Source: an optimization exercise on an open RTL-to-GDS flow (aim: small area, a short achievable clock period and few clock cycles). Production flows keep margins and buffers that such runs may drop.
Where RTL was checked, it was by simulation tests only, not by an equivalence proof against the original.
Function not checked in runs 4 and 5: the RTL went through the layout flow alone.
Power figures rest on the tool's default switching activity, not on a simulated workload.

==> design.v <==
`default_nettype none
package bba_pkg;
    localparam int SIZE_W  = 16;   
    localparam int VALUE_W = 16;   
    localparam int ORDER_W = 3;    
    localparam logic [1:0] KIND_ALLOC = 2'd0;
    localparam logic [1:0] KIND_FAIL  = 2'd1;
    localparam logic [1:0] KIND_COUNT = 2'd2;
    localparam logic [1:0] KIND_ENTRY = 2'd3;
endpackage
`default_nettype wire
`default_nettype none
module buddy_block_allocator #(
    parameter int MAX_ORDER = 5,
    parameter int ID_WIDTH  = 16
) (
    input  wire         i_clk,
    input  wire         i_rst_n,
    input  wire         i_cfg_wr_en,
    input  wire [2:0]   i_cfg_wr_data,     
    input  wire         i_s_axis_tvalid,
    output logic        o_s_axis_tready,
    input  wire [31:0]  i_s_axis_tdata,    
    input  wire [0:0]   i_s_axis_tuser,    
    output logic        o_m_axis_tvalid,
    input  wire         i_m_axis_tready,
    output logic [15:0] o_m_axis_tdata,    
    output logic [1:0]  o_m_axis_tuser,    
    output logic        o_m_axis_tlast     
);
    localparam int NS = 32;                
    logic [5:0]          r_lvlok;          
    logic [31:1]         r_split;          
    logic [NS-1:0]       r_used;           
    logic [ID_WIDTH-1:0] r_owner [NS];     
    logic [5:0]          r_count;          
    logic [5:1]          r_pend;           
    logic [5:0]          r_free;           
    logic [5:0]          r_pair;           
    logic                r_cv;
    logic                r_cfunc;
    logic [ID_WIDTH-1:0] r_cid;
    logic                r_cidnz;
    logic [5:0]          r_cge;            
    logic                r_qact;
    logic [NS-1:0]       r_qh;             
    logic [15:0]         r_qv;             
    logic [5:0]          r_qe2;            
    logic                r_qlast;          
    logic                r_ready;          
    logic                r_av;
    logic [1:0]          r_akind;
    logic [15:0]         r_avalue;
    logic                r_alast;
    logic                r_bv;
    logic [1:0]          r_bkind;
    logic                r_blast;
    logic [5:0]    w_lvl_ok;               
    logic [63:1]   w_exists;
    logic [63:1]   w_fl;                   
    logic [63:1]   w_first;                
    logic [5:0]    w_fitl;                 
    logic [5:0]    w_osel;                 
    logic [NS-1:0] w_sel;
    logic [31:1]   w_set;
    logic [5:1]    w_lvl_set;
    logic          w_found;
    logic [5:0]    w_root;                 
    assign w_lvl_ok = r_lvlok;
    assign w_root   = r_lvlok & ~{1'b0, r_lvlok[5:1]};
    for (genvar l = 0; l < 6; l++) begin : g_lvl
        for (genvar j = 0; j < (1 << (5 - l)); j++) begin : g_node
            localparam int N = (1 << (5 - l)) + j;
            localparam int S = j << l;
            if (N > 1) begin : g_par
                assign w_exists[N] = r_split[N >> 1] | ((j == 0) ? w_root[l] : 1'b0);
            end else begin : g_root
                assign w_exists[N] = w_root[l];
            end
            if (N < 32) begin : g_inner
                assign w_fl[N] = w_exists[N] & !r_split[N] & !r_used[S];
            end else begin : g_leaf
                assign w_fl[N] = w_exists[N] & !r_used[S];
            end
            if (j % 2 == 1) begin : g_right
                assign w_first[N] = w_fl[N] & !w_fl[N-1];
            end else begin : g_left
                assign w_first[N] = w_fl[N];
            end
        end
    end
    assign w_fitl  = r_free & r_cge;
    assign w_found = |w_fitl;
    always_comb begin
        for (int l = 0; l < 6; l++) begin
            w_osel[l] = w_fitl[l];
            for (int k = 0; k < l; k++) w_osel[l] = w_osel[l] & !w_fitl[k];
        end
    end
    for (genvar s = 0; s < NS; s++) begin : g_sel
        localparam int TZ = (s == 0) ? 5 : (s % 2 != 0) ? 0 : (s % 4 != 0) ? 1 :
                            (s % 8 != 0) ? 2 : (s % 16 != 0) ? 3 : 4;
        logic [5:0] w_at;
        for (genvar l = 0; l < 6; l++) begin : g_at
            if (l <= TZ) begin : g_y
                assign w_at[l] = w_first[(1 << (5 - l)) + (s >> l)] & w_osel[l];
            end else begin : g_n
                assign w_at[l] = 1'b0;
            end
        end
        assign w_sel[s] = |w_at;
    end
    for (genvar l = 1; l < 6; l++) begin : g_set
        for (genvar j = 0; j < (1 << (5 - l)); j++) begin : g_node
            localparam int N = (1 << (5 - l)) + j;
            assign w_set[N] = w_sel[j << l] & !r_split[N] & w_lvl_ok[l] & r_cge[l-1];
        end
    end
    logic [5:0] w_oabove;                  
    logic [5:0] w_buddy;
    logic [5:0] w_nlvl;                    
    logic [5:0] w_rem;
    logic [5:0] n_free;
    logic [5:0] n_pair;
    always_comb begin
        for (int l = 0; l < 6; l++) begin
            w_oabove[l] = 1'b0;
            for (int k = l + 1; k < 6; k++) w_oabove[l] = w_oabove[l] | w_osel[k];
        end
    end
    assign w_lvl_set = r_cge[4:0] & (w_oabove[4:0] | w_osel[5:1]) & w_lvl_ok[5:1];
    assign w_buddy   = r_cge & w_oabove;
    assign w_nlvl    = r_cge & ~{r_cge[4:0], 1'b0};
    assign w_rem     = w_osel & ~({6{!r_cidnz}} & w_nlvl);
    assign n_free    = (r_free & ~(w_rem & ~r_pair)) | w_buddy;
    assign n_pair    = (r_pair & ~w_rem) | ({6{!r_cidnz}} & w_buddy & w_nlvl);
    logic [5:0]    w_qa;                   
    logic [5:0]    w_qstep;                
    logic [NS-1:0] w_qnext;
    for (genvar l = 1; l < 6; l++) begin : g_qa
        logic [(1 << (5 - l))-1:0] w_hit;
        for (genvar j = 0; j < (1 << (5 - l)); j++) begin : g_node
            assign w_hit[j] = r_qh[j << l] & !r_split[(1 << (5 - l)) + j];
        end
        assign w_qa[l] = w_lvl_ok[l] & (|w_hit);
    end
    assign w_qa[0] = 1'b1;
    assign w_qstep = w_qa & ~{1'b0, w_qa[5:1]};
    for (genvar s = 0; s < NS; s++) begin : g_qnext
        logic [5:0] w_from;
        for (genvar l = 0; l < 6; l++) begin : g_l
            if (s >= (1 << l) && (s % (1 << l)) == 0) begin : g_y
                assign w_from[l] = r_qh[s - (1 << l)] & w_qstep[l];
            end else begin : g_n
                assign w_from[l] = 1'b0;
            end
        end
        assign w_qnext[s] = |w_from;
    end
    logic [5:0]    w_za;
    logic [5:0]    w_zstep;
    logic [NS-1:0] w_znext;
    assign w_za[0] = 1'b1;
    for (genvar l = 1; l < 6; l++) begin : g_za
        assign w_za[l] = w_lvl_ok[l] & !r_split[1 << (5 - l)];
    end
    assign w_zstep = w_za & ~{1'b0, w_za[5:1]};
    always_comb begin
        w_znext = '0;
        for (int l = 0; l < 5; l++) w_znext[1 << l] = w_zstep[l];
    end
    logic [NS-1:0] w_qsel;
    logic [15:0]   w_qowner;
    assign w_qsel = r_qh & r_used;
    always_comb begin
        w_qowner = '0;
        for (int s = 0; s < NS; s++) begin
            w_qowner = w_qowner | (r_owner[s] & {16{w_qsel[s]}});
        end
    end
    logic [5:0] w_count;
    logic [5:0] w_krun;                    
    logic [5:0] w_k;                       
    always_comb begin
        w_krun[0] = 1'b1;
        for (int m = 1; m < 6; m++) begin
            w_krun[m] = 1'b0;
            for (int l = 1; l + m - 1 < 6; l++) w_krun[m] = w_krun[m] | (r_pend[l] & r_pend[l+m-1]);
        end
        for (int m = 0; m < 6; m++) w_k[m] = w_krun[m] & ((m == 5) ? 1'b1 : !w_krun[m+1]);
        w_count = '0;
        for (int m = 0; m < 6; m++) w_count = w_count | ({6{w_k[m]}} & (r_count + 6'(m)));
    end
    logic w_one;
    always_comb begin
        w_one = 1'b1;
        for (int l = 1; l < 6; l++) w_one = w_one & !(w_root[l] & r_split[1 << (5 - l)]);
    end
    logic w_go;         
    logic w_alloc;      
    logic w_qcnt;       
    logic w_qent;       
    logic w_done;       
    logic w_pop;        
    assign w_go    = r_cv && !r_bv;
    assign w_alloc = w_go && !r_cfunc;
    assign w_qcnt  = w_go && r_cfunc && !r_qact;
    assign w_qent  = w_go && r_cfunc && r_qact;
    assign w_done  = w_alloc || (w_qent && r_qlast);
    assign w_pop   = r_av && i_m_axis_tready;
    logic       w_ready;
    logic       n_cv;
    logic       n_cfunc;
    logic       n_qact;
    logic       n_av;
    logic       n_bv;
    logic       n_qlast;
    assign w_ready = !r_cv || w_done;
    assign n_cv    = w_ready ? i_s_axis_tvalid : r_cv;
    assign n_cfunc = w_ready ? i_s_axis_tuser[0] : r_cfunc;
    assign n_qact  = w_qcnt || (r_qact && !w_done);
    assign n_bv    = r_bv ? !w_pop : (w_go && r_av && !w_pop);
    assign n_av    = r_bv || w_go || (r_av && !w_pop);
    assign n_qlast = w_qcnt ? w_one : w_qent ? (r_qe2 == r_count) : r_qlast;
    always_ff @(posedge i_clk) begin
        if (!i_rst_n) begin
            r_cv    <= 1'b0;
            r_qact  <= 1'b0;
            r_av    <= 1'b0;
            r_bv    <= 1'b0;
            r_ready <= 1'b1;
        end else begin
            r_cv    <= n_cv;
            r_qact  <= n_qact;
            r_av    <= n_av;
            r_bv    <= n_bv;
            r_ready <= !n_cv || (!n_bv && (!n_cfunc || (n_qact && n_qlast)));
        end
    end
    assign o_s_axis_tready = r_ready;
    logic [1:0]  w_rkind;
    logic        w_rlast;
    always_comb begin
        if (!r_cfunc) begin
            w_rkind  = w_found ? bba_pkg::KIND_ALLOC : bba_pkg::KIND_FAIL;
            w_rlast  = 1'b1;
        end else if (!r_qact) begin
            w_rkind  = bba_pkg::KIND_COUNT;
            w_rlast  = 1'b0;
        end else begin
            w_rkind  = bba_pkg::KIND_ENTRY;
            w_rlast  = r_qlast;
        end
    end
    logic [1:0]  w_akind;                  
    logic [15:0] w_avalue;
    logic        w_qadv;                   
    assign w_akind  = r_bv ? r_bkind : w_rkind;
    assign w_avalue = (w_akind == bba_pkg::KIND_ENTRY) ? r_qv :
                      (w_akind == bba_pkg::KIND_COUNT) ? 16'(w_count) : '0;
    assign w_qadv   = r_bv ? (w_pop && r_bkind == bba_pkg::KIND_ENTRY)
                           : (w_qent && (!r_av || w_pop));
    logic [15:0] w_size;
    assign w_size = i_s_axis_tdata[31:16];
    always_ff @(posedge i_clk) begin
        if (r_bv) begin
            if (w_pop) begin
                r_akind  <= r_bkind;
                r_avalue <= w_avalue;
                r_alast  <= r_blast;
            end
        end else if (w_go && (!r_av || w_pop)) begin
            r_akind  <= w_rkind;
            r_avalue <= w_avalue;
            r_alast  <= w_rlast;
        end
        if (!r_bv && w_go) begin
            r_bkind  <= w_rkind;
            r_blast  <= w_rlast;
        end
    end
    always_ff @(posedge i_clk) begin
        r_qlast <= n_qlast;
        if (w_ready) begin
            r_cfunc <= i_s_axis_tuser[0];
            r_cid   <= i_s_axis_tdata[15:0];
            r_cidnz <= |i_s_axis_tdata[15:0];
            for (int l = 0; l < 6; l++) r_cge[l] <= (w_size <= 16'(1 << l));
        end
        if (w_qcnt) begin
            r_qh    <= w_znext;
            r_qv    <= r_used[0] ? r_owner[0] : '0;
            r_qe2   <= 6'd2;
        end else if (w_qadv) begin
            r_qh    <= w_qnext;
            r_qv    <= w_qowner;
            r_qe2   <= r_qe2 + 6'd1;
        end
    end
    always_ff @(posedge i_clk) begin
        if (!i_rst_n || i_cfg_wr_en) begin
            for (int l = 0; l < 6; l++)
                r_lvlok[l] <= !i_rst_n || (i_cfg_wr_data >= 3'(l));
            r_split <= '0;
            r_used  <= '0;
            r_count <= 6'd1;
            r_pend  <= '0;
            for (int l = 0; l < 6; l++)
                r_free[l] <= !i_rst_n ? (l == 5) : (i_cfg_wr_data == 3'(l)) || (l == 5 && i_cfg_wr_data > 3'd5);
            r_pair  <= '0;
        end else begin
            r_count <= w_count;
            r_pend  <= w_alloc ? w_lvl_set : '0;
            if (w_alloc) begin
                r_free  <= n_free;
                r_pair  <= n_pair;
                r_split <= r_split | w_set;
                r_used  <= r_used | (w_sel & {NS{r_cidnz}});
            end
        end
    end
    always_ff @(posedge i_clk) begin
        for (int s = 0; s < NS; s++) begin
            if (!r_used[s]) r_owner[s] <= r_cid;
        end
    end
    assign o_m_axis_tvalid = r_av;
    assign o_m_axis_tdata  = r_avalue;
    assign o_m_axis_tuser  = r_akind;
    assign o_m_axis_tlast  = r_alast;
endmodule
`default_nettype wire
==> flow/run.sh <==
#!/bin/bash
set -euo pipefail
export BUFFER_PORTS_ARGS="-buffer_cell sky130_fd_sc_hd__buf_2"
bash standard.sh > flow_make.log 2>&1
==> standard.sh <==
#!/bin/bash
# synth_recipe.tcl (not shown) runs the flow's synth.tcl, then flattens the netlist and writes it again
# the make line also repeats each setting of config.mk as NAME=value (left out here)
make -C /OpenROAD-flow-scripts/flow DESIGN_CONFIG=/design/flow/config.mk WORK_HOME=/design/flow/orfs CLKGATE_MAP_FILE= SYNTH_SCRIPT=/design/flow/synth_recipe.tcl "${@:-finish}"
==> config.mk <==
export PLATFORM = sky130hd
export DESIGN_NAME = buddy_block_allocator
export DESIGN_NICKNAME = buddy_block_allocator
export VERILOG_FILES = /design/flow/design.v
export SDC_FILE = /design/flow/constraint.sdc
export NUM_CORES = 4
export LEC_CHECK = 0
export CAP_MARGIN = 20
export CORE_MARGIN = 2
export CORE_UTILIZATION = 40
export CTS_CLUSTER_DIAMETER = 90
export CTS_CLUSTER_SIZE = 28
export SETUP_SLACK_MARGIN = 2.85
export SLEW_MARGIN = 20
==> constraint.sdc <==
create_clock -name core_clock -period 5.0 [get_ports {i_clk}]
set_input_delay 1.0000 -clock core_clock [delete_from_list [all_inputs] [get_ports {i_clk}]]
set_output_delay 1.0000 -clock core_clock [all_outputs]
set_load 0.01 [all_outputs]
==> results of run 1 <==
-- routing by layer --
| layer | GRT usage (%) | wire length, µm | vias to the layer above |
|---|---|---|---|
| li1 | - | - | 7801 |
| met1 | 33.9 | 35600 | 9560 |
| met2 | 39.1 | 41100 | 1148 |
| met3 | 5.45 | 9950 | 179 |
| met4 | 6.80 | 2920 | 0 |
| met5 | 0 | 0 | - |
-- what timing repair did --
action	in CTS	in global routing
buffers inserted	45	42
cloned	4	2
endpoints found under the setup margin	198	159
gates resized for setup	141	101
pin swaps	38	58
-- flip-flops by register name, indices dropped and copies added, names as in the netlist, 6 cells and up --
signal,cells
r_avalue,16
r_cge,6
r_cid,16
r_count,6
r_free,6
r_owner,512
r_pair,6
r_qe2,6
r_qh,31
r_qv,16
r_split,31
r_used,32
-- worst paths after layout --
kind,start,to,depth (start not counted),slack [ns]
setup / recovery,r_qh[4],r_qh[4],5,2.69
hold / removal,r_pair[5],r_pair[5],1,0.48
setup reg to reg,r_qh[4],r_qh[4],5,2.69
hold reg to reg,r_pair[5],r_pair[5],1,0.48
-- cell families after synthesis --
group                      share of synthesized area (%)
DFF                                                 73.2
AOI/OAI and AO/OA                                   14.5
and+or+nand+nor                                     8.42
buffers and inverters                               2.57
xor gates and xnor gates                           0.415
muxes                                              0.502
adders and majority gates                          0.365
-- metrics by stage --
stage / cells / hold slack (ns) / worst slack [ns]
2_1_floorplan: 1901 / 0.406 / 2.82
5_1_grt: 2927 / 0.493 / 2.68
4_1_cts: 2878 / 0.473 / 2.71
3_5_place_dp: 2786 / 0.457 / 1.61
3_3_place_gp: 2785 / 0.446 / 1.66
6_report: 2927 / 0.476 / 2.69
-- Yosys cell counts, drive strengths merged (9+ instances only) --
master / number
a211oi: 9
a21oi: 116
a221oi: 64
a222oi: 18
a22o: 79
a22oi: 104
a31oi: 16
and2: 51
and3: 21
buf: 16
clkbuf: 99
dfxtp: 119
edfxtp: 589
inv: 64
nand2: 54
nand2b: 16
nand3: 66
nand4: 34
nor2: 95
nor2b: 23
nor3: 32
nor4: 21
o21a: 11
o21ai: 42
-- where the power goes --
group | internal, mW | switching [mW] | total (mW)
clock | 1.21 | 1.82 | 3.02
combinational | 0.174 | 0.269 | 0.443
sequential | 6.82 | 0.243 | 7.06
total | 8.20 | 2.33 | 10.5
-- cell type report --
cell class | instances | area, µm² | area share (%)
well taps | 873 | 1090 | 3.46
repair inverters | 1 | 7.51 | 0.0238
repair buffers | 219 | 1750 | 5.52
flip-flops and latches | 708 | 20100 | 63.7
multi-input cells | 1018 | 7460 | 23.6
clock buffers | 35 | 791 | 2.50
clock inverters | 8 | 111 | 0.352
inverters | 65 | 251 | 0.796
-- placed cells by master (no fill, tap or decap), types with 7 or more instances in the layout --
| cell | count |
|---|---|
| dfxtp_4 | 14 |
| clkbuf_16 | 31 |
| nor2_1 | 88 |
| dfxtp_1 | 92 |
| nand2_1 | 49 |
| dfxtp_2 | 13 |
| nand3_1 | 64 |
| buf_2 | 62 |
| and2_4 | 11 |
| a31oi_1 | 15 |
| a221oi_2 | 30 |
| o21a_1 | 10 |
| buf_8 | 8 |
| o211ai_1 | 8 |
| a222oi_1 | 18 |
| and3_1 | 20 |
| o21ai_0 | 33 |
| edfxtp_1 | 589 |
| buf_6 | 17 |
| a21oi_2 | 8 |
| buf_12 | 9 |
| nor2b_1 | 20 |
| nor3_2 | 10 |
| a221oi_1 | 33 |
| ha_1 | 8 |
| and2_1 | 36 |
| inv_1 | 60 |
| nor4_1 | 17 |
| a22o_1 | 79 |
| nand4_1 | 34 |
| nand2b_1 | 16 |
| a22oi_1 | 101 |
| nor3_1 | 17 |
| a221o_1 | 8 |
| buf_4 | 122 |
| xor2_1 | 7 |
| a21oi_1 | 103 |
==> results.ini, run 1 <==
[worst_setup_path]
required_ns=5.41
cp-end-kind=register
slowest_delay_ns=0.54
critical_path_class=register to register
crit_arrival_ns=2.72
worstPathCellList=a222oi_1, o2111ai_2, o21ai_4, nor3_4, a221o_1
path_max_fanout=5
cp-start-kind=register
slowest_stage=edfxtp_1
cp_top_family=compound AO/OA/AOI/OAI gates
worstPathBufferInverterCount=0

[die]
coreArea_mm2=0.0675
die_w_um=266
die_y_um=266
rows=95
die_area_mm2=0.0706
pin_count=62
initial_core_util_pct=40.6

[placed_design]
gp_congestion=0.856
dp_hpwl_um=50500
dpl_cell_area_mm2=0.0289
portBuffers=61

[clock_tree]
cts_buffers=30
clk_root_buffer_cell=clkbuf_16
hold_buffers=0
clk_latency_ns=0.66
clk_pin_slew_worst_paths_ns=0.11
htreeDepth=1
clock_sinks=708
cts_buffer_depth=3
cts_tree=yes

[grt]
overflow=0
antenna_found_initial=0
grt_util_all_layers_pct=24.5
grt_max_degree=56
grt_pass1_vias=17100
grt_first_pass_wirelength_um=124000

[sta]
finalCriticalPeriod_ns=2.31
final-max-slew-violation-count=0
grt_setup_unrepaired=yes
finalSetupTns_ns=0
final.period_utilization_pct=46.2
setup_viol=0
fin_worst_skew_ns=0.0499
slew-limit-headroom_pct=24.8
tightest_slew_ns=1.13
final_hold_viol_count=0
fmax_mhz=433

[yosys]
synthFlopType=edfxtp_1
synth.area.top_cells=edfxtp_1, dfxtp_1, a22oi_1
yosysTopAreaCell=edfxtp_1
ys_ff_latch=708
synthCells=1901
async_flop_share_pct=0
yosysUniqueCellTypes=78
ys_seq_area_share_pct=73.2
yosys_warnings=2
avgSynthCellArea_um2=14.4
synth_edf_count=589
synth_top_area_share_pct=64.5
syn_area_mm2=0.0274
synth_nets=1950

[drt]
route.vias.total=18700
drt_wl_total_um=89600
drt_iter0_drc=2678
routedWlPerCell_um=30.6
route.detailed.drc=0
ant_nets=0
firstDrtPassIters=8
vias_per_cell=6.38

[layout]
final.fill_count=5828
syn_to_final_growth_pct=15.3
fin_nets=2092
antenna_cells=0
final_cell_area_mm2=0.0316
drive_above_1_share_pct=21.0
fin_util_pct=46.8

[worst_hold_path]
hp-class=register to register

[power]
irDropWorstVdd_uv=300
p_total_mw=10.5
power.leakage_nw=11.0
cellPowerDensity_mw_per_mm2=333

[outcome]
status=no timing/DRC/antenna violations

[run]
cap_viol_max_count=0

Testbench counts, summed over its fixed seeds: cycles 2,690.
==> run 2: changes to the inputs <==
--- a/config.mk
+++ b/config.mk
@@ -11,4 +11,4 @@
 export CTS_CLUSTER_DIAMETER = 90
 export CTS_CLUSTER_SIZE = 28
-export SETUP_SLACK_MARGIN = 2.85
+export SETUP_SLACK_MARGIN = 2.6
 export SLEW_MARGIN = 20
==> run 2 against run 1 <==
Compared with the run above: count of clock-buffer cells in the layout up 15; utilization down 1.9 points; final area down 4.1%; flip-flop and latch count unchanged; critical path depth up 2; maximum frequency down 3.4%; sequential share of layout area up 2.6 points; register-to-register slack worse by 0.08 ns; worst hold slack about the same; combinational power down 18%; die area unchanged; largest power group unchanged.
==> results.ini, run 2 <==
[worst_setup_path]
required_ns=5.41  ; about the same
path_max_fanout=9  ; was 5
critical_path_class=register to register  ; unchanged
worstReg2RegStart=r_qh[22]  ; was r_qh[4]
r2r_end=r_qv[1]  ; was r_qh[4]
cp-end-kind=register  ; unchanged
reg2reg_depth=7  ; was 5
crit_arrival_ns=2.80  ; was 2.72 ns
r2r_slack_ns=2.61  ; was 2.69 ns
cp-start-kind=register  ; unchanged

[grt]
grt_max_degree=42  ; was 56
grt_util_all_layers_pct=25.1  ; was 24.5%
grt_pass1_vias=17000  ; was 17,100
antenna_found_initial=2  ; was 0
overflow=0  ; unchanged
grt_first_pass_wirelength_um=127000  ; was 124,000 µm

[power]
clkPwrFrac_pct=29.5  ; was 28.7%
switching_share_pct=22.2  ; was 22.1%
combinationalPowerShare_pct=3.5  ; was 4.2%
cellInternalPower_mw=8.18  ; was 8.20 mW
cellPowerDensity_mw_per_mm2=347  ; was 333 mW/mm²
irDropWorstVdd_uv=337  ; was 300 µV
seq_power_share_pct=67.0  ; was 67.1%
switching_power_mw=2.33  ; about the same
power.leakage_nw=10.5  ; was 11.0 nW

[yosys]
synthCells=1901  ; unchanged
synth_nets=1950  ; unchanged
synth_edf_count=589  ; unchanged
ys_seq_area_share_pct=73.2  ; unchanged
synth.most_common_cell=edfxtp_1  ; unchanged
syn_area_mm2=0.0274  ; unchanged
yosysUniqueCellTypes=78  ; unchanged
synth_top_area_share_pct=64.5  ; unchanged
avgSynthCellArea_um2=14.4  ; unchanged
yosysTopAreaCell=edfxtp_1  ; unchanged
ys_ff_latch=708  ; unchanged
async_flop_share_pct=0  ; unchanged
yosys_warnings=2  ; unchanged
synth_common_cells=edfxtp_1, dfxtp_1, a21oi_1, a22oi_1, clkbuf_1  ; unchanged
synthFlopType=edfxtp_1  ; unchanged
synth.area.top_cells=edfxtp_1, dfxtp_1, a22oi_1  ; unchanged

[sta]
fmax_mhz=418  ; was 433 MHz
slew-limit-headroom_pct=21.7  ; was 24.8%
grt_setup_unrepaired=yes  ; unchanged
final.period_utilization_pct=47.8  ; was 46.2%
tightest_slew_ns=1.17  ; was 1.13 ns
setup_viol=0  ; unchanged
fin_worst_skew_ns=0.0400  ; was 0.0499 ns
finalCriticalPeriod_ns=2.39  ; was 2.31 ns
final_hold_viol_count=0  ; unchanged
final-max-slew-violation-count=0  ; unchanged
finalSetupTns_ns=0  ; unchanged

[drt]
vias_per_cell=6.37  ; was 6.38
route.vias.total=18300  ; was 18,700
route.detailed.drc=0  ; unchanged
drt_wl_total_um=90100  ; was 89,600 µm
routedWlPerCell_um=31.4  ; was 30.6 µm
ant_nets=0  ; unchanged
drt_iter0_drc=2999  ; was 2,678
firstDrtPassIters=6  ; was 8

[layout]
fin_util_pct=44.9  ; was 46.8%
final_common_cell=edfxtp_1  ; unchanged
fin_nets=2021  ; was 2,092
top_register=r_owner  ; unchanged
syn_to_final_growth_pct=10.6  ; was 15.3%
antenna_cells=0  ; unchanged
drive_above_1_share_pct=13.5  ; was 21.0%
mostFrequentLayoutCells=edfxtp_1, a21oi_1, dfxtp_1, a22oi_1, nor2_1  ; was edfxtp_1, buf_4, a21oi_1, a22oi_1, dfxtp_1
reg_top3=r_owner x512, r_used x32  ; unchanged
largest_reg_flops=512  ; unchanged

[die]
die_y_um=266  ; unchanged
die_w_um=266  ; unchanged
pin_count=62  ; unchanged
die_area_mm2=0.0706  ; unchanged
initial_core_util_pct=40.6  ; unchanged
coreArea_mm2=0.0675  ; unchanged
rows=95  ; unchanged

[clock_tree]
clk_latency_ns=0.66  ; about the same
cts_buffers=31  ; was 30
clk_pin_slew_worst_paths_ns=0.11  ; about the same
htreeDepth=1  ; unchanged
clock_sinks=708  ; unchanged
cts_buffer_depth=3  ; unchanged
cts_tree=yes  ; unchanged
clk_root_buffer_cell=clkbuf_16  ; unchanged
hold_buffers=0  ; unchanged

[worst_hold_path]
hp-class=register to register  ; unchanged
hold_depth=1  ; unchanged
min-delay-start=r_pair[5]  ; unchanged
min_to=r_pair[5]  ; unchanged

[placed_design]
gp_congestion=0.871  ; was 0.856
dp_hpwl_um=53300  ; was 50,500 µm
portBuffers=61  ; unchanged

[outcome]
status=no timing/DRC/antenna violations  ; unchanged

[run]
cap_viol_max_count=0  ; unchanged

## run 2: cell counts after synthesis
Identical to the previous run, type by type.
## run 2: worst max path at each step
stage	start	end	cells past startpoint
3_5_place_dp	i_m_axis_tready	r_qv[9]	7
3_3_place_gp	i_m_axis_tready	r_qv[9]	7
5_1_grt	r_qact	r_ready	6
4_1_cts	r_qh[23]	r_qv[15]	6
2_1_floorplan	i_m_axis_tready	r_qh[16]	5
6_report	r_qh[22]	r_qv[1]	7
## run 2: repair_timing
action                     4_1_cts  5_1_grt
setup endpoints to repair      136       65
cloned                           1        0
resized for setup               37       32
pin swaps                        2        8
setup buffers                    8        6
## run 2: area by class of cell
| cell class | instances | area, µm² |
|---|---|---|
| Clock inverter | 8 | 116 |
| Sequential cell | 708 | 20100 |
| Timing Repair Buffer | 152 | 1040 |
| Clock buffer | 50 | 857 |
| Tap cell | 873 | 1090 |
| Multi-Input combinational cell | 1013 | 6840 |
| Inverter | 65 | 254 |
| Timing Repair inverter | 1 | 7.51 |
| Fill cell | 5984 | 37200 |
## run 2: kinds of logic (layout without fill, tap and decap cells)
| group | Yosys count | after routing | share of synthesized area [%] |
|---|---|---|---|
| adders and majority gates | 8 | 8 | 0.365 |
| AOI/OAI and AO/OA | 540 | 540 | 14.5 |
| DFF | 708 | 708 | 73.2 |
| buffers and inverters | 180 | 276 | 2.57 |
| xor gates and xnor gates | 13 | 13 | 0.415 |
| and+or+nand+nor | 440 | 440 | 8.42 |
| muxes | 12 | 12 | 0.502 |
## run 2: routing by layer
layer | vias up | global-route usage, % | share of wire (%)
li1 | 7657 | - | -
met3 | 143 | 4.15 | 11
met5 | - | 0 | 0
met2 | 1128 | 40.2 | 46
met1 | 9343 | 35.8 | 40
met4 | 0 | 6.00 | 2.5
## run 2: through the flow
stage | power (mW) | hold slack (ns) | worst slack [ns] | cells | instance area (µm²)
2_1_floorplan | 7.29 | 0.406 | 2.63 | 1901 | 27400
3_5_place_dp | 7.50 | 0.453 | 1.75 | 2790 | 28900
5_1_grt | 10.8 | 0.482 | 2.55 | 2870 | 30300
3_3_place_gp | 7.47 | 0.446 | 1.76 | 2790 | 28900
6_report | 10.5 | 0.476 | 2.61 | 2870 | 30300
4_1_cts | 10.5 | 0.476 | 2.60 | 2857 | 30000
## run 2: power groups by stage
stage               clock network, mW  registers [mW]  logic, mW
floorplan                           0            7.10      0.189
global placement                    0            7.18      0.287
global route                     3.34            7.09      0.398
finish                           3.11            7.05      0.364
CTS                              3.14            7.07      0.314
detailed placement                  0            7.21      0.294
## run 2: critical path, cell delays in order (launching register included)
cell and delay [ns]:
dfxtp_1 0.47, and2_2 0.50, buf_4 0.33, a22o_1 0.16, a221oi_1 0.05, nand3_1 0.14
nor3_2 0.06, a21oi_1 0.42
==> run 3: changes to the inputs <==
--- a/config.mk
+++ b/config.mk
@@ -11,4 +11,4 @@
 export CTS_CLUSTER_DIAMETER = 90
 export CTS_CLUSTER_SIZE = 28
-export SETUP_SLACK_MARGIN = 2.6
+export SETUP_SLACK_MARGIN = 2.7
 export SLEW_MARGIN = 20
==> run 3 against run 2 <==
Compared with the run above: final area is 0.65% higher; power is 0.16% lower; clock skew is 0.0030 ns higher; sequential power hardly changed; count of clock-buffer cells in the layout stayed put; maximum frequency is 3.3% higher; clock power hardly changed; global-route usage is 0.62 points lower; utilization is 0.29 points higher; flip-flop and latch count stayed put; largest cell class unchanged; combinational power hardly changed.
==> results.ini, run 3 <==
[yosys]
synth.most_common_cell=edfxtp_1  ; unchanged
async_flop_share_pct=0  ; unchanged
synth_common_cells=edfxtp_1, dfxtp_1, a21oi_1, a22oi_1, clkbuf_1  ; unchanged
ys_ff_latch=708  ; unchanged
ys_seq_area_share_pct=73.2  ; unchanged
syn_area_mm2=0.0274  ; unchanged
yosysTopAreaCell=edfxtp_1  ; unchanged
avgSynthCellArea_um2=14.4  ; unchanged
synth.area.top_cells=edfxtp_1, dfxtp_1, a22oi_1  ; unchanged
synth_edf_count=589  ; unchanged
synthCells=1901  ; unchanged
synth_top_area_share_pct=64.5  ; unchanged
yosys_warnings=2  ; unchanged
yosysUniqueCellTypes=78  ; unchanged
synthFlopType=edfxtp_1  ; unchanged
synth_nets=1950  ; unchanged

[clock_tree]
clock_sinks=708  ; unchanged
hold_buffers=0  ; unchanged
cts_buffers=31  ; unchanged
clk_latency_ns=0.67  ; was 0.66 ns
cts_tree=yes  ; unchanged
htreeDepth=1  ; unchanged
clk_pin_slew_worst_paths_ns=0.12  ; was 0.11 ns
clk_root_buffer_cell=clkbuf_16  ; unchanged
cts_buffer_depth=3  ; unchanged

[sta]
fmax_mhz=432  ; was 418 MHz
final_hold_viol_count=0  ; unchanged
setup_viol=0  ; unchanged
final.period_utilization_pct=46.3  ; was 47.8%
slew-limit-headroom_pct=21.8  ; was 21.7%
fin_worst_skew_ns=0.0431  ; was 0.0400 ns
finalCriticalPeriod_ns=2.32  ; was 2.39 ns
finalSetupTns_ns=0  ; unchanged
final-max-slew-violation-count=0  ; unchanged
tightest_slew_ns=1.17  ; about the same
grt_setup_unrepaired=yes  ; unchanged

[layout]
top_register=r_owner  ; unchanged
reg_top3=r_owner x512, r_used x32  ; unchanged
largest_reg_flops=512  ; unchanged
antenna_cells=0  ; unchanged
mostFrequentLayoutCells=edfxtp_1, a21oi_1, dfxtp_1, a22oi_1, buf_4  ; was edfxtp_1, a21oi_1, dfxtp_1, a22oi_1, nor2_1
final_common_cell=edfxtp_1  ; unchanged
finalNonFillerCells=2889  ; was 2,870
drive_above_1_share_pct=14.4  ; was 13.5%
fin_util_pct=45.2  ; was 44.9%
fin_nets=2040  ; was 2,021
syn_to_final_growth_pct=11.3  ; was 10.6%

[power]
p_total_mw=10.5  ; about the same
irDropWorstVdd_uv=315  ; was 337 µV
power.leakage_nw=10.6  ; was 10.5 nW
cellPowerDensity_mw_per_mm2=344  ; was 347 mW/mm²

[die]
pin_count=62  ; unchanged
die_area_mm2=0.0706  ; unchanged
die_w_um=266  ; unchanged
coreArea_mm2=0.0675  ; unchanged
rows=95  ; unchanged
initial_core_util_pct=40.6  ; unchanged
die_y_um=266  ; unchanged

[grt]
overflow=0  ; unchanged
grt_first_pass_wirelength_um=123000  ; was 127,000 µm
grt_pass1_vias=16700  ; was 17,000
antenna_found_initial=2  ; unchanged
grt_max_degree=56  ; was 42
grt_util_all_layers_pct=24.5  ; was 25.1%

[placed_design]
gp_congestion=0.858  ; was 0.871
portBuffers=61  ; unchanged
dp_hpwl_um=52500  ; was 53,300 µm
post-place-cells=2789  ; was 2,790

[worst_hold_path]
hp-class=register to register  ; unchanged

[outcome]
status=no timing/DRC/antenna violations  ; unchanged

[drt]
vias_per_cell=6.27  ; was 6.37
drt_iter0_drc=2588  ; was 2,999
route.detailed.drc=0  ; unchanged
ant_nets=0  ; unchanged
firstDrtPassIters=5  ; was 6
route.vias.total=18100  ; was 18,300
drt_wl_total_um=88900  ; was 90,100 µm
routedWlPerCell_um=30.8  ; was 31.4 µm

[worst_setup_path]
required_ns=5.38  ; was 5.41 ns
path_max_fanout=16  ; was 9
critical_path_class=register to register  ; unchanged
cp-end-kind=register  ; unchanged
cp-start-kind=register  ; unchanged
crit_arrival_ns=2.69  ; was 2.80 ns

[run]
cap_viol_max_count=0  ; unchanged

run 3: metrics by stage:
stage          setup slack [ns]  hold slack [ns]  cell area [µm²]
2_1_floorplan              2.73            0.406            27400
6_report                   2.68            0.476            30500
3_3_place_gp               1.81            0.445            28900
3_5_place_dp               1.90            0.448            28900
4_1_cts                    2.59            0.478            30100
5_1_grt                    2.62            0.493            30500
run 3: cell type report:
class	count	area, µm²
Multi-Input combinational cell	1014	6860
Clock buffer	50	847
Fill cell	5904	37000
Tap cell	873	1090
Timing Repair inverter	1	7.51
Clock inverter	8	120
Sequential cell	708	20100
Inverter	65	251
Timing Repair Buffer	170	1220
run 3: cells by family after synthesis:
| group | share of synthesized area [%] |
|---|---|
| AOI/OAI and AO/OA | 14.5 |
| xor gates and xnor gates | 0.415 |
| adders and majority gates | 0.365 |
| buffers and inverters | 2.57 |
| DFF | 73.2 |
| muxes | 0.502 |
| and+or+nand+nor | 8.42 |
run 3: worst paths after layout:
kind	startpoint	endpoint	slack [ns]	depth (start not counted)
max	r_qh[16]	r_qv[0]	2.68	7
min	r_pair[5]	r_pair[5]	0.48	1
max reg2reg	r_qh[16]	r_qv[0]	2.68	7
min reg2reg	r_pair[5]	r_pair[5]	0.48	1
run 3: power breakdown:
group	switching, mW	leakage, nW	internal (mW)	total, mW
Combinational	0.228	2.95	0.136	0.364
Sequential	0.230	7.16	6.82	7.05
Clock	1.87	0.461	1.22	3.09
Total	2.32	10.6	8.18	10.5
run 3: critical path, stage by stage, from the launching register on:
cell and delay (ns):
edfxtp_1 0.50, and2_1 0.20, buf_4 0.25, a22o_1 0.32, a221oi_1 0.23, nand3_1 0.20
nor3_2 0.20, a21oi_1 0.11
run 3: per-layer routing:
layer / vias up / wire length [µm] / GRT usage, %
met5: - / 21 / 0
met4: 4 / 2490 / 6.35
met3: 156 / 10400 / 5.04
met2: 1095 / 40900 / 38.8
met1: 9145 / 35200 / 34.4
li1: 7709 / - / -
run 3: repair_timing:
| item | CTS | global route |
|---|---|---|
| setup buffers | 9 | 26 |
| endpoints found under the hold margin | 0 | 0 |
| cloned | 1 | 1 |
| pin swaps | 5 | 11 |
| resized for setup | 36 | 37 |
| endpoints found under the setup margin | 155 | 75 |
==> run 4: changes to the inputs <==
--- a/design.v
+++ b/design.v
@@ -44,5 +44,5 @@
     logic [5:0]          r_cge;            
     logic                r_qact;
-    logic [NS-1:0]       r_qh;             
+    logic [4:0]          r_qslot;          
     logic [15:0]         r_qv;             
     logic [5:0]          r_qe2;            
@@ -55,4 +55,5 @@
     logic                r_bv;
     logic [1:0]          r_bkind;
+    logic [15:0]         r_bvalue;
     logic                r_blast;
     logic [5:0]    w_lvl_ok;               
@@ -135,46 +136,38 @@
     assign n_free    = (r_free & ~(w_rem & ~r_pair)) | w_buddy;
     assign n_pair    = (r_pair & ~w_rem) | ({6{!r_cidnz}} & w_buddy & w_nlvl);
+    logic [NS-1:0] w_qdec;                 
     logic [5:0]    w_qa;                   
-    logic [5:0]    w_qstep;                
-    logic [NS-1:0] w_qnext;
+    logic [4:0]    w_qcarry;
+    logic [4:0]    w_qnext;
+    for (genvar s = 0; s < NS; s++) begin : g_qdec
+        assign w_qdec[s] = (r_qslot == 5'(s));
+    end
     for (genvar l = 1; l < 6; l++) begin : g_qa
         logic [(1 << (5 - l))-1:0] w_hit;
         for (genvar j = 0; j < (1 << (5 - l)); j++) begin : g_node
-            assign w_hit[j] = r_qh[j << l] & !r_split[(1 << (5 - l)) + j];
+            assign w_hit[j] = w_qdec[j << l] & !r_split[(1 << (5 - l)) + j];
         end
         assign w_qa[l] = w_lvl_ok[l] & (|w_hit);
     end
     assign w_qa[0] = 1'b1;
-    assign w_qstep = w_qa & ~{1'b0, w_qa[5:1]};
-    for (genvar s = 0; s < NS; s++) begin : g_qnext
-        logic [5:0] w_from;
-        for (genvar l = 0; l < 6; l++) begin : g_l
-            if (s >= (1 << l) && (s % (1 << l)) == 0) begin : g_y
-                assign w_from[l] = r_qh[s - (1 << l)] & w_qstep[l];
-            end else begin : g_n
-                assign w_from[l] = 1'b0;
-            end
+    always_comb begin
+        for (int b = 0; b < 5; b++) begin
+            w_qcarry[b] = 1'b1;
+            for (int i = 0; i < b; i++) w_qcarry[b] = w_qcarry[b] & (r_qslot[i] | w_qa[i+1]);
+            w_qnext[b] = !w_qa[b+1] & (r_qslot[b] ^ w_qcarry[b]);
         end
-        assign w_qnext[s] = |w_from;
     end
-    logic [5:0]    w_za;
-    logic [5:0]    w_zstep;
-    logic [NS-1:0] w_znext;
+    logic [5:0] w_za;
+    logic [4:0] w_znext;
     assign w_za[0] = 1'b1;
     for (genvar l = 1; l < 6; l++) begin : g_za
         assign w_za[l] = w_lvl_ok[l] & !r_split[1 << (5 - l)];
     end
-    assign w_zstep = w_za & ~{1'b0, w_za[5:1]};
-    always_comb begin
-        w_znext = '0;
-        for (int l = 0; l < 5; l++) w_znext[1 << l] = w_zstep[l];
-    end
-    logic [NS-1:0] w_qsel;
-    logic [15:0]   w_qowner;
-    assign w_qsel = r_qh & r_used;
+    assign w_znext = w_za[4:0] & ~w_za[5:1];
+    logic [15:0] w_qowner;
     always_comb begin
         w_qowner = '0;
         for (int s = 0; s < NS; s++) begin
-            w_qowner = w_qowner | (r_owner[s] & {16{w_qsel[s]}});
+            w_qowner = w_qowner | (r_owner[s] & {16{w_qdec[s] & r_used[s]}});
         end
     end
@@ -240,25 +233,21 @@
     assign o_s_axis_tready = r_ready;
     logic [1:0]  w_rkind;
+    logic [15:0] w_rvalue;
     logic        w_rlast;
     always_comb begin
         if (!r_cfunc) begin
             w_rkind  = w_found ? bba_pkg::KIND_ALLOC : bba_pkg::KIND_FAIL;
+            w_rvalue = '0;
             w_rlast  = 1'b1;
         end else if (!r_qact) begin
             w_rkind  = bba_pkg::KIND_COUNT;
+            w_rvalue = 16'(w_count);
             w_rlast  = 1'b0;
         end else begin
             w_rkind  = bba_pkg::KIND_ENTRY;
+            w_rvalue = r_qv;
             w_rlast  = r_qlast;
         end
     end
-    logic [1:0]  w_akind;                  
-    logic [15:0] w_avalue;
-    logic        w_qadv;                   
-    assign w_akind  = r_bv ? r_bkind : w_rkind;
-    assign w_avalue = (w_akind == bba_pkg::KIND_ENTRY) ? r_qv :
-                      (w_akind == bba_pkg::KIND_COUNT) ? 16'(w_count) : '0;
-    assign w_qadv   = r_bv ? (w_pop && r_bkind == bba_pkg::KIND_ENTRY)
-                           : (w_qent && (!r_av || w_pop));
     logic [15:0] w_size;
     assign w_size = i_s_axis_tdata[31:16];
@@ -267,14 +256,15 @@
             if (w_pop) begin
                 r_akind  <= r_bkind;
-                r_avalue <= w_avalue;
+                r_avalue <= r_bvalue;
                 r_alast  <= r_blast;
             end
         end else if (w_go && (!r_av || w_pop)) begin
             r_akind  <= w_rkind;
-            r_avalue <= w_avalue;
+            r_avalue <= w_rvalue;
             r_alast  <= w_rlast;
         end
         if (!r_bv && w_go) begin
             r_bkind  <= w_rkind;
+            r_bvalue <= w_rvalue;
             r_blast  <= w_rlast;
         end
@@ -289,9 +279,9 @@
         end
         if (w_qcnt) begin
-            r_qh    <= w_znext;
+            r_qslot <= w_znext;
             r_qv    <= r_used[0] ? r_owner[0] : '0;
             r_qe2   <= 6'd2;
-        end else if (w_qadv) begin
-            r_qh    <= w_qnext;
+        end else if (w_qent) begin
+            r_qslot <= w_qnext;
             r_qv    <= w_qowner;
             r_qe2   <= r_qe2 + 6'd1;
--- a/config.mk
+++ b/config.mk
@@ -9,6 +9,6 @@
 export CORE_MARGIN = 2
 export CORE_UTILIZATION = 40
-export CTS_CLUSTER_DIAMETER = 90
-export CTS_CLUSTER_SIZE = 28
+export CTS_CLUSTER_DIAMETER = 80
+export CTS_CLUSTER_SIZE = 24
 export SETUP_SLACK_MARGIN = 2.7
 export SLEW_MARGIN = 20
==> run 4 against run 3 <==
Compared with the run above: still clean on timing, DRC and antenna; largest power group unchanged; synthesized cell count rose by 3.4%; flip-flop and latch count fell by 10; non-clock buffer count rose by 113; critical endpoint is now r_qv[5].
==> results.ini, run 4 <==
[power]
irDropWorstVdd_uv=228  ; was 315 µV
power.leakage_nw=11.5  ; was 10.6 nW
cellPowerDensity_mw_per_mm2=329  ; was 344 mW/mm²

[yosys]
synthCells=1965  ; was 1,901
yosysTopAreaCell=edfxtp_1  ; unchanged
ys_seq_area_share_pct=72.0  ; was 73.2%
synth.area.top_cells=edfxtp_1, dfxtp_1, a22oi_1  ; unchanged
synth_nets=2014  ; was 1,950
synth.most_common_cell=edfxtp_1  ; unchanged
synthFlopType=edfxtp_1  ; unchanged
async_flop_share_pct=0  ; unchanged
ys_ff_latch=698  ; was 708
synth_top_area_share_pct=65.3  ; was 64.5%
synth_common_cells=edfxtp_1, a22oi_1, a21oi_1, nand2_1, dfxtp_1  ; was edfxtp_1, dfxtp_1, a21oi_1, a22oi_1, clkbuf_1
synth_edf_count=605  ; was 589
syn_area_mm2=0.0278  ; was 0.0274 mm²
avgSynthCellArea_um2=14.2  ; was 14.4 µm²
yosysUniqueCellTypes=94  ; was 78
yosys_warnings=2  ; unchanged

[worst_setup_path]
worstPathCellList=buf_6, buf_6, nor3b_2, and3_4, a22oi_2, nand4_1, nor4_4, a31oi_1  ; was and2_1, buf_4, a22o_1, a221oi_1, nand3_1, nor3_2, a21oi_1
crit_top_cell=buf_6
cp-start-kind=register  ; unchanged
critical_path_class=register to register  ; unchanged
path_max_fanout=5  ; was 16
slowest_stage=nor4_4  ; was edfxtp_1
cp-end-kind=register  ; unchanged
required_ns=5.32  ; was 5.38 ns
crit_arrival_ns=2.94  ; was 2.69 ns
slowest_delay_ns=0.56  ; was 0.50 ns

[grt]
grt_pass1_vias=18600  ; was 16,700
overflow=0  ; unchanged
antenna_found_initial=2  ; unchanged
grt_util_all_layers_pct=25.7  ; was 24.5%
grt_max_degree=52  ; was 56
grt_first_pass_wirelength_um=132000  ; was 123,000 µm

[drt]
drt_wl_total_um=93700  ; was 88,900 µm
route.detailed.drc=0  ; unchanged
firstDrtPassIters=7  ; was 5
vias_per_cell=6.30  ; was 6.27
routedWlPerCell_um=30.0  ; was 30.8 µm
drt_iter0_drc=3410  ; was 2,588
ant_nets=0  ; unchanged
route.vias.total=19700  ; was 18,100

[clock_tree]
cts_buffers=38  ; was 31
clk_root_buffer_cell=clkbuf_16  ; unchanged
clk_latency_ns=0.60  ; was 0.67 ns
hold_buffers=0  ; unchanged
htreeDepth=2  ; was 1
clk_pin_slew_worst_paths_ns=0.10  ; was 0.12 ns
cts_buffer_depth=3  ; unchanged
cts_tree=yes  ; unchanged
clock_sinks=698  ; was 708

[layout]
top_register=r_owner  ; unchanged
final.fill_count=5897  ; was 5,904
final_common_cell=edfxtp_1  ; unchanged
finalNonFillerCells=3120  ; was 2,889
largest_reg_flops=512  ; unchanged
drive_above_1_share_pct=25.1  ; was 14.4%
reg_top3=r_owner x512, r_used x32, r_split x31  ; was r_owner x512, r_used x32
mostFrequentLayoutCells=edfxtp_1, buf_4, a22oi_1, a21oi_1, nand2_1  ; was edfxtp_1, a21oi_1, dfxtp_1, a22oi_1, buf_4
fin_nets=2215  ; was 2,040
syn_to_final_growth_pct=18.8  ; was 11.3%

[worst_hold_path]
hp-class=register to register  ; unchanged

[sta]
setup_viol=0  ; unchanged
finalSetupTns_ns=0  ; unchanged
final-max-slew-violation-count=0  ; unchanged
worst_slack_ns=2.38  ; was 2.68 ns
slew-limit-headroom_pct=23.0  ; was 21.8%
final_hold_viol_count=0  ; unchanged
fin_worst_skew_ns=0.0248  ; was 0.0431 ns
tightest_slew_ns=1.15  ; was 1.17 ns
fmax_mhz=381  ; was 432 MHz
whs_ns=0.457  ; was 0.476 ns
grt_setup_unrepaired=yes  ; unchanged
final.period_utilization_pct=52.5  ; was 46.3%
finalCriticalPeriod_ns=2.62  ; was 2.32 ns

[die]
die_y_um=268  ; was 266 µm
pin_count=62  ; unchanged
rows=96  ; was 95
initial_core_util_pct=40.5  ; was 40.6%
die_w_um=268  ; was 266 µm
die_area_mm2=0.0717  ; was 0.0706 mm²
coreArea_mm2=0.0687  ; was 0.0675 mm²

[placed_design]
dp_hpwl_um=54700  ; was 52,500 µm
portBuffers=61  ; unchanged
post-place-cells=2895  ; was 2,789
gp_congestion=0.892  ; was 0.858
place_ws_ns=1.23  ; was 1.90 ns

[run]
cap_viol_max_count=0  ; unchanged

[outcome]
status=no timing/DRC/antenna violations  ; unchanged

[run 4: changes by cell type in the layout (fill, tap and decap cells not counted), moves of 32 or more]
cell,previous run,this run
a22o_1,79,17
and3_4,0,36
buf_4,95,150
nand2_1,52,94
buf_6,3,35
a22oi_1,103,148
a221oi_1,61,9
a22oi_2,1,56
[run 4: cells by family (layout without fill, tap and decap cells)]
| group | after synthesis | count (layout) | synth area share (%) |
|---|---|---|---|
| buffers and inverters | 183 | 402 | 2.91 |
| adder cells (fa/ha/maj) | 8 | 8 | 0.360 |
| AND/OR/NAND/NOR | 500 | 503 | 9.76 |
| XOR/XNOR | 9 | 9 | 0.283 |
| other | 0 | 2 | 0 |
| AO/OA/AOI/OAI | 541 | 541 | 13.7 |
| multiplexers | 26 | 26 | 1.01 |
| flip-flops | 698 | 698 | 72.0 |
[run 4: final cells by class]
class / count / area (µm²) / area share (%)
Clock inverter: 13 / 150 / 0.454
Clock buffer: 48 / 988 / 2.99
Sequential cell: 698 / 20100 / 60.7
Inverter: 57 / 233 / 0.704
Multi-Input combinational cell: 1087 / 7910 / 23.9
Timing Repair inverter: 1 / 8.76 / 0.0265
Antenna cell: 2 / 5.00 / 0.0151
Tap cell: 931 / 1160 / 3.52
Timing Repair Buffer: 283 / 2530 / 7.66
[run 4: metal layers]
layer  GRT usage (%)  vias up  wire length (µm)
met4            9.24        0              3770
met1            34.9     9895             36300
met5               0        -                 0
met2            40.3     1354             42600
li1                -     8188                 -
met3            5.90      233             11100
[run 4: power breakdown]
part	switching, mW	internal (mW)	total (mW)
Clock	1.94	1.47	3.41
Combinational	0.279	0.183	0.462
Sequential	0.244	6.77	7.01
[run 4: worst max-delay path: cells and delay by family (launching register included)]
| kind | cells | cell delay (ns) |
|---|---|---|
| and+or+nand+nor | 4 | 1.27 |
| DFF | 1 | 0.42 |
| AOI/OAI and AO/OA | 2 | 0.38 |
| buffers and inverters | 2 | 0.27 |
[run 4: final timing paths]
kind | slack (ns) | start | endpoint | depth (start not counted)
worst min-delay path | 0.46 | r_pair[5] | r_pair[5] | 2
worst max-delay path | 2.38 | r_qslot[0] | r_qv[5] | 8
worst max register to register | 2.38 | r_qslot[0] | r_qv[5] | 8
worst min register to register | 0.46 | r_pair[5] | r_pair[5] | 2
[run 4: repair_timing]
item | 4_1_cts | 5_1_grt
gates resized for setup | 230 | 76
pin swaps | 81 | 87
cloned | 4 | 2
buffers inserted | 104 | 45
endpoints found under the setup margin | 100 | 55
[run 4: stage by stage]
| step | cell area, µm² | power (mW) | utilization, % |
|---|---|---|---|
| 2_1_floorplan | 27800 | 7.24 | - |
| 3_3_place_gp | 29200 | 7.44 | 42.5 |
| 4_1_cts | 32200 | 10.8 | 46.9 |
| 5_1_grt | 33100 | 11.2 | 48.1 |
| 3_5_place_dp | 29200 | 7.46 | 42.6 |
| 6_report | 33100 | 10.9 | 48.1 |
==> run 5: changes to the inputs <==
--- a/design.v
+++ b/design.v
@@ -44,6 +44,5 @@
     logic [5:0]          r_cge;            
     logic                r_qact;
-    logic [4:0]          r_qslot;          
-    logic [15:0]         r_qv;             
+    logic [4:0]          r_qslot;
     logic [5:0]          r_qe2;            
     logic                r_qlast;          
@@ -158,11 +157,4 @@
         end
     end
-    logic [5:0] w_za;
-    logic [4:0] w_znext;
-    assign w_za[0] = 1'b1;
-    for (genvar l = 1; l < 6; l++) begin : g_za
-        assign w_za[l] = w_lvl_ok[l] & !r_split[1 << (5 - l)];
-    end
-    assign w_znext = w_za[4:0] & ~w_za[5:1];
     logic [15:0] w_qowner;
     always_comb begin
@@ -246,5 +238,5 @@
         end else begin
             w_rkind  = bba_pkg::KIND_ENTRY;
-            w_rvalue = r_qv;
+            w_rvalue = w_qowner;
             w_rlast  = r_qlast;
         end
@@ -279,10 +271,8 @@
         end
         if (w_qcnt) begin
-            r_qslot <= w_znext;
-            r_qv    <= r_used[0] ? r_owner[0] : '0;
+            r_qslot <= '0;
             r_qe2   <= 6'd2;
         end else if (w_qent) begin
             r_qslot <= w_qnext;
-            r_qv    <= w_qowner;
             r_qe2   <= r_qe2 + 6'd1;
         end
@@ -312,5 +302,5 @@
     always_ff @(posedge i_clk) begin
         for (int s = 0; s < NS; s++) begin
-            if (!r_used[s]) r_owner[s] <= r_cid;
+            if (w_sel[s]) r_owner[s] <= r_cid;
         end
     end
==> run.sh (new file) <==
#!/bin/bash
# synth_recipe.tcl (not shown) runs the flow's synth.tcl, then flattens the netlist and writes it again
# the make line also repeats each setting of config.mk as NAME=value (left out here)
make -C /OpenROAD-flow-scripts/flow DESIGN_CONFIG=/design/flow/config.mk WORK_HOME=/design/flow/orfs CLKGATE_MAP_FILE= SYNTH_SCRIPT=/design/flow/synth_recipe.tcl finish
--- a/config.mk
+++ b/config.mk
@@ -9,6 +9,6 @@
 export CORE_MARGIN = 2
 export CORE_UTILIZATION = 40
-export CTS_CLUSTER_DIAMETER = 80
-export CTS_CLUSTER_SIZE = 24
-export SETUP_SLACK_MARGIN = 2.7
+export CTS_CLUSTER_DIAMETER = 100
+export CTS_CLUSTER_SIZE = 30
+export SETUP_SLACK_MARGIN = 2.4
 export SLEW_MARGIN = 20
removed: flow/run.sh
removed: standard.sh
==> run 5 against run 4 <==
Compared with the run above: final cell count down 6.7%; clock skew up 0.027 ns; synthesized area down 3.5%; power down 10%; routed wire length down 1.2%; global-route usage down 0.21 points; count of clock-buffer cells in the layout down 4; critical path depth up 1; worst hold slack worse by 0.014 ns; combinational power down 4%.
==> results.ini, run 5 <==
[outcome]
status=no timing/DRC/antenna violations  ; unchanged

[power]
cellPowerDensity_mw_per_mm2=309  ; was 329 mW/mm²
irDropWorstVdd_uv=253  ; was 228 µV
switching_power_mw=2.18  ; was 2.46 mW
clkPwrFrac_pct=30.1  ; was 31.3%
power.leakage_nw=10.2  ; was 11.5 nW
p_total_mw=9.78  ; was 10.9 mW
switching_share_pct=22.3  ; was 22.6%
combinationalPowerShare_pct=4.6  ; was 4.3%
seq_power_share_pct=65.4  ; was 64.4%
cellInternalPower_mw=7.60  ; was 8.42 mW

[sta]
fmax_mhz=374  ; was 381 MHz
final-max-slew-violation-count=0  ; unchanged
final.period_utilization_pct=53.4  ; was 52.5%
worst_slack_ns=2.33  ; was 2.38 ns
final_hold_viol_count=0  ; unchanged
setup_viol=0  ; unchanged
fin_worst_skew_ns=0.0521  ; was 0.0248 ns
finalCriticalPeriod_ns=2.67  ; was 2.62 ns
tightest_slew_ns=1.14  ; was 1.15 ns
grt_setup_unrepaired=yes  ; unchanged
slew-limit-headroom_pct=23.9  ; was 23.0%
finalSetupTns_ns=0  ; unchanged

[drt]
firstDrtPassIters=6  ; was 7
drt_wl_total_um=92600  ; was 93,700 µm
route.detailed.drc=0  ; unchanged
routedWlPerCell_um=31.8  ; was 30.0 µm
vias_per_cell=6.47  ; was 6.30
drt_iter0_drc=3220  ; was 3,410
ant_nets=0  ; unchanged
route.vias.total=18800  ; was 19,700

[layout]
fin_nets=2071  ; was 2,215
largest_reg_flops=512  ; unchanged
fin_util_pct=47.9  ; was 48.1%
syn_to_final_growth_pct=17.9  ; was 18.8%
final.fill_count=5622  ; was 5,897
top_register=r_owner  ; unchanged
drive_above_1_share_pct=20.2  ; was 25.1%
reg_top3=r_owner x512, r_used x32, r_split x31  ; unchanged
final_cell_area_mm2=0.0316  ; was 0.0331 mm²
mostFrequentLayoutCells=edfxtp_1, a22oi_1, buf_4, nor2_1, nand2_1  ; was edfxtp_1, buf_4, a22oi_1, a21oi_1, nand2_1
final_common_cell=edfxtp_1  ; unchanged

[clock_tree]
htreeDepth=1  ; was 2
clk_pin_slew_worst_paths_ns=0.12  ; was 0.10 ns
clock_sinks=682  ; was 698
cts_buffer_depth=3  ; unchanged
cts_buffers=28  ; was 38
clk_latency_ns=0.65  ; was 0.60 ns
cts_tree=yes  ; unchanged
hold_buffers=0  ; unchanged
clk_root_buffer_cell=clkbuf_16  ; unchanged

[yosys]
async_flop_share_pct=0  ; unchanged
yosys_warnings=2  ; unchanged
synthFlopType=edfxtp_1  ; unchanged
syn_area_mm2=0.0269  ; was 0.0278 mm²
ys_seq_area_share_pct=72.6  ; was 72.0%
synth.area.top_cells=edfxtp_1, dfxtp_1, a22oi_1  ; unchanged
synthCells=1865  ; was 1,965
yosysTopAreaCell=edfxtp_1  ; unchanged
yosysUniqueCellTypes=77  ; was 94
synth_nets=1914  ; was 2,014
synth_common_cells=edfxtp_1, a22oi_1, nor2_1, nand2_1  ; was edfxtp_1, a22oi_1, a21oi_1, nand2_1, dfxtp_1
synth_edf_count=584  ; was 605
avgSynthCellArea_um2=14.4  ; was 14.2 µm²
ys_ff_latch=682  ; was 698
synth_top_area_share_pct=65.3  ; about the same
synth.most_common_cell=edfxtp_1  ; unchanged

[placed_design]
dpl_cell_area_mm2=0.0289  ; was 0.0292 mm²
portBuffers=61  ; unchanged
place_ws_ns=1.20  ; was 1.23 ns
dp_hpwl_um=55300  ; was 54,700 µm
gp_congestion=0.876  ; was 0.892

[die]
coreArea_mm2=0.0661  ; was 0.0687 mm²
pin_count=62  ; unchanged
initial_core_util_pct=40.6  ; was 40.5%
die_w_um=263  ; was 268 µm
die_y_um=263  ; was 268 µm
die_area_mm2=0.0692  ; was 0.0717 mm²
rows=94  ; was 96

[grt]
grt_pass1_vias=17400  ; was 18,600
grt_first_pass_wirelength_um=128000  ; was 132,000 µm
grt_util_all_layers_pct=25.4  ; was 25.7%
overflow=0  ; unchanged
antenna_found_initial=0  ; was 2
grt_max_degree=51  ; was 52

[worst_setup_path]
cp-end-kind=register  ; unchanged
worst-path-stages=9  ; was 8
slowest_stage=or3_4  ; was nor4_4
cp_top_family=simple AND/OR/NAND/NOR gates  ; unchanged
required_ns=5.38  ; was 5.32 ns
cp-start-kind=register  ; unchanged
crit_arrival_ns=3.05  ; was 2.94 ns
worstPathCellList=buf_2, and2_4, and3_4, buf_4, a222oi_1, nand3_1, or3_4, o311a_1, mux2_2  ; was buf_6, buf_6, nor3b_2, and3_4, a22oi_2, nand4_1, nor4_4, a31oi_1
critical_path_class=register to register  ; unchanged
slowest_delay_ns=0.42  ; was 0.56 ns
path_max_fanout=11  ; was 5
reg2reg_depth=9  ; was 8
worstPathBufferInverterCount=2  ; unchanged

[worst_hold_path]
hold_depth=2  ; unchanged
hp-class=register to register  ; unchanged

[run]
cap_viol_max_count=0  ; unchanged

[run 5: path summary, 6_finish.rpt]
path	slack [ns]	from	endpoint
worst max-delay path	2.33	r_qslot[3]	r_avalue[3]
worst min-delay path	0.44	r_pair[5]	r_pair[5]
worst max register to register	2.33	r_qslot[3]	r_avalue[3]
worst min register to register	0.44	r_pair[5]	r_pair[5]
[run 5: final cells by class]
class,instances,area [µm²],share of cell area (%)
Antenna cell,2,5.00,0.0158
Clock buffer,44,761,2.40
Tap cell,864,1080,3.42
Timing Repair Buffer,236,2300,7.27
Inverter,25,95.1,0.300
Clock inverter,8,123,0.387
Sequential cell,682,19500,61.7
Multi-Input combinational cell,1049,7750,24.5
[run 5: routing by layer]
metal,global-route usage (%),vias up,wire length [µm]
li1,-,7722,-
met1,36.2,9575,37000
met2,39.5,1335,41700
met3,4.84,189,10400
met4,7.88,0,3440
met5,0,-,0
[run 5: cell families (layout without fill, tap and decap cells)]
logic type	count (synthesis)	count (layout)	share of synthesized area (%)
adders and majority gates	8	8	0.373
AOI/OAI and AO/OA	483	485	13.2
DFF	682	682	72.6
other	0	2	0
and+or+nand+nor	520	522	10.2
muxes	22	22	1.10
buffers and inverters	138	313	2.12
xor gates and xnor gates	12	12	0.391
[run 5: metrics by stage]
step | std cells | hold slack [ns]
2_1_floorplan | 1865 | 0.406
3_3_place_gp | 2751 | 0.418
3_5_place_dp | 2753 | 0.422
4_1_cts | 2859 | 0.439
5_1_grt | 2908 | 0.447
6_report | 2910 | 0.442
[run 5: power groups by stage]
stage | sequential [mW] | combinational [mW] | clock [mW]
2_1_floorplan | 6.48 | 0.185 | 0
3_3_place_gp | 6.55 | 0.330 | 0
3_5_place_dp | 6.55 | 0.335 | 0
4_1_cts | 6.41 | 0.380 | 2.96
5_1_grt | 6.40 | 0.470 | 3.14
6_report | 6.39 | 0.445 | 2.94
[run 5: repair_timing]
action,4_1_cts,5_1_grt
pin swaps,35,49
setup buffers,51,41
endpoints found under the setup margin,278,173
cloned,3,3
resized for setup,152,99
[run 5: worst min-delay path, cell delays in order, from the launching register on]
cell,delay (ns)
dfxtp_1,0.33
nand2_1,0.05
a21oi_1,0.03

-- port drivers added, routing unchanged --
No port has a modelled driver above. Below, the same layouts with a new extraction and two added sets of constraints.
Step 1 assumes that a clkbuf_16 drives the clock port and a buf_2 every other input.
Step 2, shift: input delay + t, output delay - t, t = (earliest + latest rising clock arrival at the registers) / 2. This alone moves slack from input paths to output paths.
a / b / c = ideal ports / drivers / drivers and shift; a / b = the first two.
run	shift t [ns]	slack for setup (ns)	clock arrival spread, ns	cell pins on the clock port's net
run 1	0.701	2.689 / 2.685 / 2.334	0.051 / 0.051	1
run 2	0.706	2.608 / 2.608 / 2.117	0.046 / 0.046	1
run 3	0.712	2.685 / 2.653 / 2.154	0.045 / 0.045	1
run 4	0.653	2.377 / 2.377 / 2.307	0.026 / 0.026	1
run 5	0.689	2.328 / 2.328 / 1.819	0.053 / 0.052	1
After both steps every run listed still meets setup and hold. For run 3, which loses most, drivers alone change the setup slack by -0.032 ns; drivers and shift together by -0.531 ns.
